Background: an optimization exercise with open tools, aiming at small area. Do not read the settings as production practice. Function was checked by simulation only, so behaviour that the tests miss may differ from the original. No activity file was given, so power comes from the tool's default toggle rates. No driver is modelled on the clock port, so clocking that relies on it looks cheaper here than on a real chip.

==> 03-16 <==
Design sd_reg_bank, start of the top module:
module sd_reg_bank #(
  parameter logic [15:0] HW_VER = 16'd1,
  parameter int FIFO_DEPTH = 16
) (
  input  logic          CLK,
  input  logic          RST,
  input  logic          i_req_rd,
  input  logic [38:0]   i_req_adr,
  output logic          o_req_ack,
  input  logic          i_cmd_en,
  input  logic [125:0]  i_cmd,
  input  logic          i_cmd_sta,
  input  logic          i_cmd_ocr,
  input  logic          i_cmd_cid,
  input  logic          i_cmd_csd,
  input  logic          i_dat_en,
  input  logic [63:0]   i_dat,
  input  logic [2:0]    i_dat_ptr,
  input  logic          i_host_state_en,
  input  logic [15:0]   i_host_state,
  output logic [71:0]   o_dat,
  output logic          o_stb,
  output logic          o_sof,
  input  logic          i_ack
);
  logic [15:0] we;
  logic [55:0] hi_dat;
  logic [15:0] snap;
  logic        slot_valid;
  logic        header;
  logic        idle;
  logic        pkt;
  logic        room;
  logic [15:0] head;
  logic        head_hdr;
  logic [63:0] head_dat;
  reg_write_capture u_capture (
    .CLK(CLK), .RST(RST),
    .i_cmd_en(i_cmd_en), .i_cmd(i_cmd),
    .i_cmd_sta(i_cmd_sta), .i_cmd_ocr(i_cmd_ocr),
    .i_cmd_cid(i_cmd_cid), .i_cmd_csd(i_cmd_csd),
    .i_dat_en(i_dat_en), .i_dat_ptr(i_dat_ptr),
    .i_host_state_en(i_host_state_en),
    .o_we(we), .o_hi_dat(hi_dat)
  );
  reg_file #(
    .HW_VER(HW_VER)
  ) u_bank (
    .CLK(CLK), .RST(RST),
    .i_we(we), .i_dat(i_dat), .i_cmd_lo(i_cmd[63:0]), .i_hi_dat(hi_dat),
    .i_host_state(i_host_state),
    .i_snap(snap),
  ...
clock: 6.0 ns
lec_check: 0
cap_margin: 0
core_margin: 2
core_utilization: 65
cts_buf_list: sky130_fd_sc_hd__clkbuf_8 sky130_fd_sc_hd__clkbuf_16
cts_cluster_diameter: 100
cts_cluster_size: 30
place_density: 0.75
slew_margin: 0
standard.sh (not shown) runs the stock make flow with config.mk's settings and CLKGATE_MAP_FILE= SYNTH_SCRIPT=/design/flow/synth_recipe.tcl, a recipe that flattens the netlist after the stock synthesis.
==> flow/flow/run.sh <==
#!/bin/bash
# Standard layout, with the port buffers made of the smallest buffer and
# no dummy loads in the clock tree.
set -e
export BUFFER_PORTS_ARGS="-buffer_cell sky130_fd_sc_hd__buf_1"
export CTS_ARGS="-sink_clustering_enable -repair_clock_nets -sink_clustering_size 30 -sink_clustering_max_diameter 100 -buf_list {sky130_fd_sc_hd__clkbuf_8 sky130_fd_sc_hd__clkbuf_16} -dont_use_dummy_load"
bash standard.sh > standard.log 2>&1
==> inputs of 07-22, as changes to 03-16 <==
==> flow/flow/run.sh (replaced) <==
#!/bin/bash
# Standard layout, with the port buffers made of the smallest buffer and
# no dummy loads in the clock tree.
set -e
export BUFFER_PORTS_ARGS="-buffer_cell sky130_fd_sc_hd__buf_1"
export CTS_ARGS="-sink_clustering_enable -repair_clock_nets -sink_clustering_size 32 -sink_clustering_max_diameter 90 -buf_list {sky130_fd_sc_hd__clkbuf_8 sky130_fd_sc_hd__clkbuf_16} -dont_use_dummy_load"
bash standard.sh > standard.log 2>&1
Settings changed: CAP_MARGIN 0 to 5, CORE_UTILIZATION 65 to 70, PLACE_DENSITY 0.75 to 0.8, SLEW_MARGIN 0 to 5.
==> qor summary <==
| quantity | 03-16 | 07-22 |
|---|---|---|
| Routed Wire Length | 152 mm | 154 mm |
| Internal power summed over all cells | 17400 uW | 17300 uW |
| Non-Filler Instances | 4468 | 4363 |
| Worst reg-to-reg setup slack | 2.06 ns | 2.03 ns |
| Highest clock rate | 0.196 GHz | 0.203 GHz |
| Met3 wire len | 19.0 mm | 23.7 mm |
| Relative contribution of the clock network to total power | 23.8% | 23.3% |
| Area of the core | 0.0918 sq mm | 0.0853 sq mm |
| Nets | 3493 | 3487 |
| Detailed Place HPWL | 85.7 mm | 85.0 mm |
| Worst Hold Endpoint | u_fifo.beat_pipe[1] | u_bank.sn_cid_hi[52] |
| Iteration count of the initial detailed-routing pass | 6 | 7 |
| Outcome | timing/DRC/antenna clean | timing/DRC/antenna clean |
| Final core utilization | 71.1% | 76.3% |
| CP endpoint | o_dat[38] | o_dat[63] |
| Worst hold slack after final layout | 0.374 ns | 0.383 ns |

==> zinc: inputs <==
==> flow/design.v <==
package sd_reg_bank_pkg;
  localparam int REG_ENTRIES  = 16;
  localparam int CMD_W        = 126;
  localparam int DAT_PTR_W    = 3;
  localparam int HOST_STATE_W = 16;
  localparam logic [3:0] IDX_CID_HI = 4'h8;
  localparam logic [3:0] IDX_CSD_HI = 4'hA;
  localparam logic [3:0] IDX_STATUS = 4'hC;
  localparam logic [3:0] IDX_OCR    = 4'hD;
  localparam logic [3:0] IDX_HOST   = 4'hF;
  localparam logic [3:0] HDR_TAG  = 4'h8;
  localparam logic [2:0] HDR_TYPE = 3'b010;
  localparam logic [7:0] DATA_TAG = 8'hFF;
  localparam int ROOM_MAX = 5;
  localparam logic [2:0] IDLE      = 3'd0;
  localparam logic [2:0] ROOM_WAIT = 3'd1;
  localparam logic [2:0] HEADER    = 3'd2;
  localparam logic [2:0] DATA      = 3'd3;
  localparam logic [2:0] STOP      = 3'd4;
endpackage
module reg_write_capture (
  input  logic          CLK,
  input  logic          RST,
  input  logic          i_cmd_en,
  input  logic [125:0]  i_cmd,
  input  logic          i_cmd_sta,
  input  logic          i_cmd_ocr,
  input  logic          i_cmd_cid,
  input  logic          i_cmd_csd,
  input  logic          i_dat_en,
  input  logic [2:0]    i_dat_ptr,
  input  logic          i_host_state_en,
  output logic [15:0]   o_we,
  output logic [55:0]   o_hi_dat
);
  logic hi_pend;
  logic hi_cid;
  always_ff @(posedge CLK or posedge RST) begin
    if (RST) begin
      hi_pend <= 1'b0;
    end else begin
      hi_pend <= i_cmd_en & (i_cmd_cid | i_cmd_csd);
    end
  end
  always_ff @(posedge CLK) begin
    hi_cid   <= i_cmd_cid;
    o_hi_dat <= i_cmd[119:64];
  end
  always_comb begin
    o_we = 16'd0;
    if (i_dat_en) begin
      o_we[{1'b0, ~i_dat_ptr}] = 1'b1;
    end else if (i_cmd_en) begin
      if (i_cmd_cid) begin
        o_we[9] = 1'b1;
      end else if (i_cmd_csd) begin
        o_we[11] = 1'b1;
      end else if (i_cmd_sta) begin
        o_we[12] = 1'b1;
      end else if (i_cmd_ocr) begin
        o_we[13] = 1'b1;
      end
    end else if (hi_pend) begin
      if (hi_cid) begin
        o_we[8] = 1'b1;
      end else begin
        o_we[10] = 1'b1;
      end
    end else if (i_host_state_en) begin
      o_we[15] = 1'b1;
    end
  end
endmodule
module reg_file #(
  parameter logic [15:0] HW_VER = 16'd1
) (
  input  logic        CLK,
  input  logic        RST,
  input  logic [15:0] i_we,
  input  logic [63:0] i_dat,
  input  logic [63:0] i_cmd_lo,
  input  logic [55:0] i_hi_dat,
  input  logic [15:0] i_host_state,
  input  logic [15:0] i_snap,
  input  logic [3:0]  i_head,
  output logic [63:0] o_head_dat
);
  logic [63:0] bk_st [8];
  logic [55:0] bk_cid_hi, bk_csd_hi;
  logic [63:0] bk_cid_lo, bk_csd_lo;
  logic [31:0] bk_sta, bk_ocr;
  logic [15:0] bk_host;
  logic [15:0] bk_v;      
  logic [63:0] sn_st [8];
  logic [55:0] sn_cid_hi, sn_csd_hi;
  logic [63:0] sn_cid_lo, sn_csd_lo;
  logic [31:0] sn_sta, sn_ocr;
  logic [15:0] sn_host;
  logic [15:0] sn_v;
  logic [63:0] head;
  logic        head_v;
  always_ff @(posedge CLK or posedge RST) begin
    if (RST) begin
      bk_v <= 16'd0;
    end else begin
      bk_v <= bk_v | i_we;
    end
  end
  always_ff @(posedge CLK) begin
    for (int i = 0; i < 8; i++) begin
      if (i_we[i]) bk_st[i] <= i_dat;
    end
    if (i_we[8])  bk_cid_hi <= i_hi_dat;
    if (i_we[9])  bk_cid_lo <= i_cmd_lo;
    if (i_we[10]) bk_csd_hi <= i_hi_dat;
    if (i_we[11]) bk_csd_lo <= i_cmd_lo;
    if (i_we[12]) bk_sta    <= i_cmd_lo[31:0];
    if (i_we[13]) bk_ocr    <= i_cmd_lo[31:0];
    if (i_we[15]) bk_host   <= i_host_state;
  end
  always_ff @(posedge CLK) begin
    for (int i = 0; i < 8; i++) begin
      if (i_snap[i]) sn_st[i] <= bk_st[i];
    end
    if (i_snap[8])  sn_cid_hi <= bk_cid_hi;
    if (i_snap[9])  sn_cid_lo <= bk_cid_lo;
    if (i_snap[10]) sn_csd_hi <= bk_csd_hi;
    if (i_snap[11]) sn_csd_lo <= bk_csd_lo;
    if (i_snap[12]) sn_sta    <= bk_sta;
    if (i_snap[13]) sn_ocr    <= bk_ocr;
    if (i_snap[15]) sn_host   <= bk_host;
    for (int i = 0; i < 16; i++) begin
      if (i != 14 && i_snap[i]) sn_v[i] <= bk_v[i];
    end
  end
  always_comb begin
    head_v = (i_head == 4'd14) | sn_v[i_head];
    case (i_head)
      4'd8:    head = {8'h80, sn_cid_hi};
      4'd9:    head = sn_cid_lo;
      4'd10:   head = {8'h80, sn_csd_hi};
      4'd11:   head = sn_csd_lo;
      4'd12:   head = {32'd0, sn_sta};
      4'd13:   head = {32'd0, sn_ocr};
      4'd14:   head = '1;
      4'd15:   head = {32'd0, HW_VER, sn_host};
      default: head = sn_st[i_head[2:0]];
    endcase
    o_head_dat = head | {64{~head_v}};
  end
endmodule
module read_burst_ctrl (
  input  logic        CLK,
  input  logic        RST,
  input  logic        i_req_rd,
  input  logic        i_room,
  output logic        o_slot_valid,
  output logic        o_header,
  output logic        o_idle,
  output logic        o_pkt,
  output logic [15:0] o_snap,
  output logic        o_req_ack
);
  localparam logic [2:0] IDLE      = sd_reg_bank_pkg::IDLE;
  localparam logic [2:0] ROOM_WAIT = sd_reg_bank_pkg::ROOM_WAIT;
  localparam logic [2:0] HEADER    = sd_reg_bank_pkg::HEADER;
  localparam logic [2:0] DATA      = sd_reg_bank_pkg::DATA;
  localparam logic [2:0] STOP      = sd_reg_bank_pkg::STOP;
  logic [2:0] state_q;
  logic [2:0] state_d;
  logic [3:0] snap_cnt;
  logic       last_word;
  logic       last_pkt;
  logic       snap_en;
  assign last_word = snap_cnt[2:0] == 3'd0;
  assign last_pkt  = ~snap_cnt[3];
  always_comb begin
    state_d = state_q;
    case (state_q)
      IDLE:      if (i_req_rd) state_d = ROOM_WAIT;
      ROOM_WAIT: if (i_room) state_d = HEADER;
      HEADER:    state_d = DATA;
      DATA:      if (last_word) state_d = STOP;
      STOP:      state_d = last_pkt ? IDLE : ROOM_WAIT;
      default:   state_d = IDLE;
    endcase
  end
  assign snap_en = (state_q == HEADER) | ((state_q == DATA) & ~last_word);
  always_ff @(posedge CLK or posedge RST) begin
    if (RST) begin
      state_q   <= IDLE;
      snap_cnt  <= 4'd0;
      o_req_ack <= 1'b0;
    end else begin
      state_q   <= state_d;
      o_req_ack <= (state_q == STOP) & last_pkt;
      if (snap_en) begin
        snap_cnt <= snap_cnt + 4'd1;
      end
    end
  end
  always_comb begin
    o_snap = 16'd0;
    o_snap[snap_cnt] = snap_en;
  end
  assign o_slot_valid = (state_q == HEADER) | (state_q == DATA);
  assign o_header     = state_q == HEADER;
  assign o_idle       = state_q == IDLE;
  assign o_pkt        = snap_cnt[3];
endmodule
module packet_former (
  input  logic        CLK,
  input  logic [38:0] i_req_adr,
  input  logic        i_idle,
  input  logic        i_header,
  input  logic        i_pkt,
  output logic [35:0] o_hdr_adr
);
  logic [35:0] base_adr;
  always_ff @(posedge CLK) begin
    if (i_idle) begin
      base_adr <= i_req_adr[38:3];
    end
  end
  always_ff @(posedge CLK) begin
    if (i_header) begin
      o_hdr_adr <= {base_adr[35:3] + 33'(i_pkt), base_adr[2:0]};
    end
  end
endmodule
module out_fifo (
  input  logic        CLK,
  input  logic        RST,
  input  logic        i_slot_valid,
  input  logic        i_header,
  input  logic        i_ack,
  output logic [3:0]  o_head,
  output logic        o_head_hdr,
  output logic        o_stb,
  output logic        o_room
);
  logic [1:0] beat_pipe;
  logic [3:0] count;
  logic       hdr_in;
  logic       push;
  logic       pop;
  assign push = beat_pipe[1];
  assign pop  = o_stb & i_ack;
  always_ff @(posedge CLK or posedge RST) begin
    if (RST) begin
      beat_pipe <= 2'd0;
      count     <= 4'd0;
      o_head    <= 4'd0;
      hdr_in    <= 1'b0;
    end else begin
      beat_pipe <= {beat_pipe[0], i_slot_valid};
      case ({push, pop})
        2'b10:   count <= count + 4'd1;
        2'b01:   count <= count - 4'd1;
        default: count <= count;
      endcase
      if (pop & ~o_head_hdr) begin
        o_head <= o_head + 4'd1;
      end
      if (i_header) begin
        hdr_in <= 1'b1;
      end else if (pop & o_head_hdr) begin
        hdr_in <= 1'b0;
      end
    end
  end
  assign o_head_hdr = hdr_in & (o_head[2:0] == 3'd0);
  assign o_stb      = count != 4'd0;
  assign o_room     = count <= 4'(sd_reg_bank_pkg::ROOM_MAX);
endmodule
module sd_reg_bank #(
  parameter logic [15:0] HW_VER = 16'd1,
  parameter int FIFO_DEPTH = 16
) (
  input  logic          CLK,
  input  logic          RST,
  input  logic          i_req_rd,
  input  logic [38:0]   i_req_adr,
  output logic          o_req_ack,
  input  logic          i_cmd_en,
  input  logic [125:0]  i_cmd,
  input  logic          i_cmd_sta,
  input  logic          i_cmd_ocr,
  input  logic          i_cmd_cid,
  input  logic          i_cmd_csd,
  input  logic          i_dat_en,
  input  logic [63:0]   i_dat,
  input  logic [2:0]    i_dat_ptr,
  input  logic          i_host_state_en,
  input  logic [15:0]   i_host_state,
  output logic [71:0]   o_dat,
  output logic          o_stb,
  output logic          o_sof,
  input  logic          i_ack
);
  logic [15:0] we;
  logic [55:0] hi_dat;
  logic [15:0] snap;
  logic        slot_valid;
  logic        header;
  logic        idle;
  logic        pkt;
  logic        room;
  logic [3:0]  head;
  logic        head_hdr;
  logic [63:0] head_dat;
  logic [35:0] hdr_adr;
  reg_write_capture u_capture (
    .CLK(CLK), .RST(RST),
    .i_cmd_en(i_cmd_en), .i_cmd(i_cmd),
    .i_cmd_sta(i_cmd_sta), .i_cmd_ocr(i_cmd_ocr),
    .i_cmd_cid(i_cmd_cid), .i_cmd_csd(i_cmd_csd),
    .i_dat_en(i_dat_en), .i_dat_ptr(i_dat_ptr),
    .i_host_state_en(i_host_state_en),
    .o_we(we), .o_hi_dat(hi_dat)
  );
  reg_file #(
    .HW_VER(HW_VER)
  ) u_bank (
    .CLK(CLK), .RST(RST),
    .i_we(we), .i_dat(i_dat), .i_cmd_lo(i_cmd[63:0]), .i_hi_dat(hi_dat),
    .i_host_state(i_host_state),
    .i_snap(snap), .i_head(head), .o_head_dat(head_dat)
  );
  read_burst_ctrl u_ctrl (
    .CLK(CLK), .RST(RST),
    .i_req_rd(i_req_rd), .i_room(room),
    .o_slot_valid(slot_valid), .o_header(header), .o_idle(idle), .o_pkt(pkt),
    .o_snap(snap), .o_req_ack(o_req_ack)
  );
  packet_former u_former (
    .CLK(CLK),
    .i_req_adr(i_req_adr), .i_idle(idle), .i_header(header), .i_pkt(pkt),
    .o_hdr_adr(hdr_adr)
  );
  out_fifo u_fifo (
    .CLK(CLK), .RST(RST),
    .i_slot_valid(slot_valid), .i_header(header), .i_ack(i_ack),
    .o_head(head), .o_head_hdr(head_hdr), .o_stb(o_stb), .o_room(room)
  );
  assign o_sof = head_hdr;
  assign o_dat = head_hdr ? {sd_reg_bank_pkg::HDR_TAG, 28'd0, 1'b1, hdr_adr, sd_reg_bank_pkg::HDR_TYPE}
                          : {sd_reg_bank_pkg::DATA_TAG, head_dat};
endmodule
==> flow/run.sh <==
#!/bin/bash
# synth_recipe.tcl (not shown) runs the flow's synth.tcl, then flattens the netlist and writes it again
# the make line also repeats each setting of config.mk as NAME=value (left out here)
make -C /OpenROAD-flow-scripts/flow DESIGN_CONFIG=/design/flow/config.mk WORK_HOME=/design/flow/orfs CLKGATE_MAP_FILE= SYNTH_SCRIPT=/design/flow/synth_recipe.tcl finish
==> flow/config.mk <==
export PLATFORM = sky130hd
export DESIGN_NAME = sd_reg_bank
export DESIGN_NICKNAME = sd_reg_bank
export VERILOG_FILES = /design/flow/design.v
export SDC_FILE = /design/flow/constraint.sdc
export NUM_CORES = 4
export LEC_CHECK = 0
export ABC_AREA = 1
export CAP_MARGIN = 20
export CORE_MARGIN = 2
export CORE_UTILIZATION = 50
export CTS_BUF_LIST = sky130_fd_sc_hd__clkbuf_4 sky130_fd_sc_hd__clkbuf_8
export PLACE_DENSITY = 0.6
export SLEW_MARGIN = 20
==> flow/constraint.sdc <==
create_clock -name core_clock -period 6.0 [get_ports {CLK}]
set_input_delay 1.2000 -clock core_clock [delete_from_list [all_inputs] [get_ports {CLK}]]
set_output_delay 1.2000 -clock core_clock [all_outputs]
set_load 0.01 [all_outputs]
==> raven (differences from zinc) <==
==> flow/config.mk (replaced) <==
export PLATFORM = sky130hd
export DESIGN_NAME = sd_reg_bank
export DESIGN_NICKNAME = sd_reg_bank
export VERILOG_FILES = /design/flow/design.v
export SDC_FILE = /design/flow/constraint.sdc
export NUM_CORES = 4
export LEC_CHECK = 0
export CAP_MARGIN = 20
export CORE_MARGIN = 2
export CORE_UTILIZATION = 30
export PLACE_DENSITY = 0.5
export SLEW_MARGIN = 20
==> results.txt <==
- Worst-case clock buffer depth: 4
- Detail Placement HPWL: approximately 95 mm
- Vias in the first global route: about 35k
- Pin count of the biggest net entering global routing: 67
- Initial antenna violation count: 27
- Outcome: timing/DRC/antenna clean
- Yosys top cell area share: roughly 80%
- Commonest cells after routing, fill and taps aside: edfxtp_1, nand2_1, clkdlybuf4s50_1
- Vias: about 35k
- RePlAce Congestion: a little under 0.9
- Register area share after synthesis: 84.2%
[end of results for zinc]
==> results.txt <==
- Cell Chain, Critical Path: inv_1 -> ha_4 -> nor2b_1 -> buf_4 -> a32o_1 -> nor3_1 -> buf_4 -> o21ai_0 -> clkdlybuf4s50_1
- Commonest cells after routing, fill and taps aside: edfxtp_1, clkdlybuf4s50_1, clkbuf_16
- Yosys top cell area share: about 84%
- Initial antenna violation count: 60
- Worst-case clock buffer depth: 3
- RePlAce Congestion: 0.750
- Register area share after synthesis: between 80% and 90%
- # rows: 167
- Vias in the first global route: roughly 31k
- Final setup violation count: 0
- Initial Utilization: between 30% and 40%
- ANT cells: 12
- Final Cycle Share: a little over nine tenths
- Outcome: timing/DRC/antenna clean
- Detail Placement HPWL: approximately 100 mm
- Vias: roughly 31k
- Pin count of the biggest net entering global routing: 75
[end of results for raven]

re-timing with driven ports:
The results above use ideal ports. As a check the final layouts listed here were re-extracted and re-timed, cells and wires unchanged.
Step 1 assumes that a clkbuf_16 drives the clock port and a buf_2 every other input.
Step 2 also shifts input and output timing later by t, the mid clock arrival at the registers, as if the neighbouring blocks saw the same clock.
a / b / c = ideal ports / drivers / drivers and shift; a / b = the first two.
run | t (ns) | setup WS [ns] | worst setup path at the end
03-16 | 0.720 | 0.887 / 0.816 / 1.537 | register to output
07-22 | 0.715 | 1.083 / 1.010 / 1.613 | input to register
zinc | 1.022 | 0.200 / 0.128 / 1.149 | register to output
raven | 0.885 | 0.188 / 0.104 / 0.989 | register to output
After both steps every run listed still meets setup and hold.
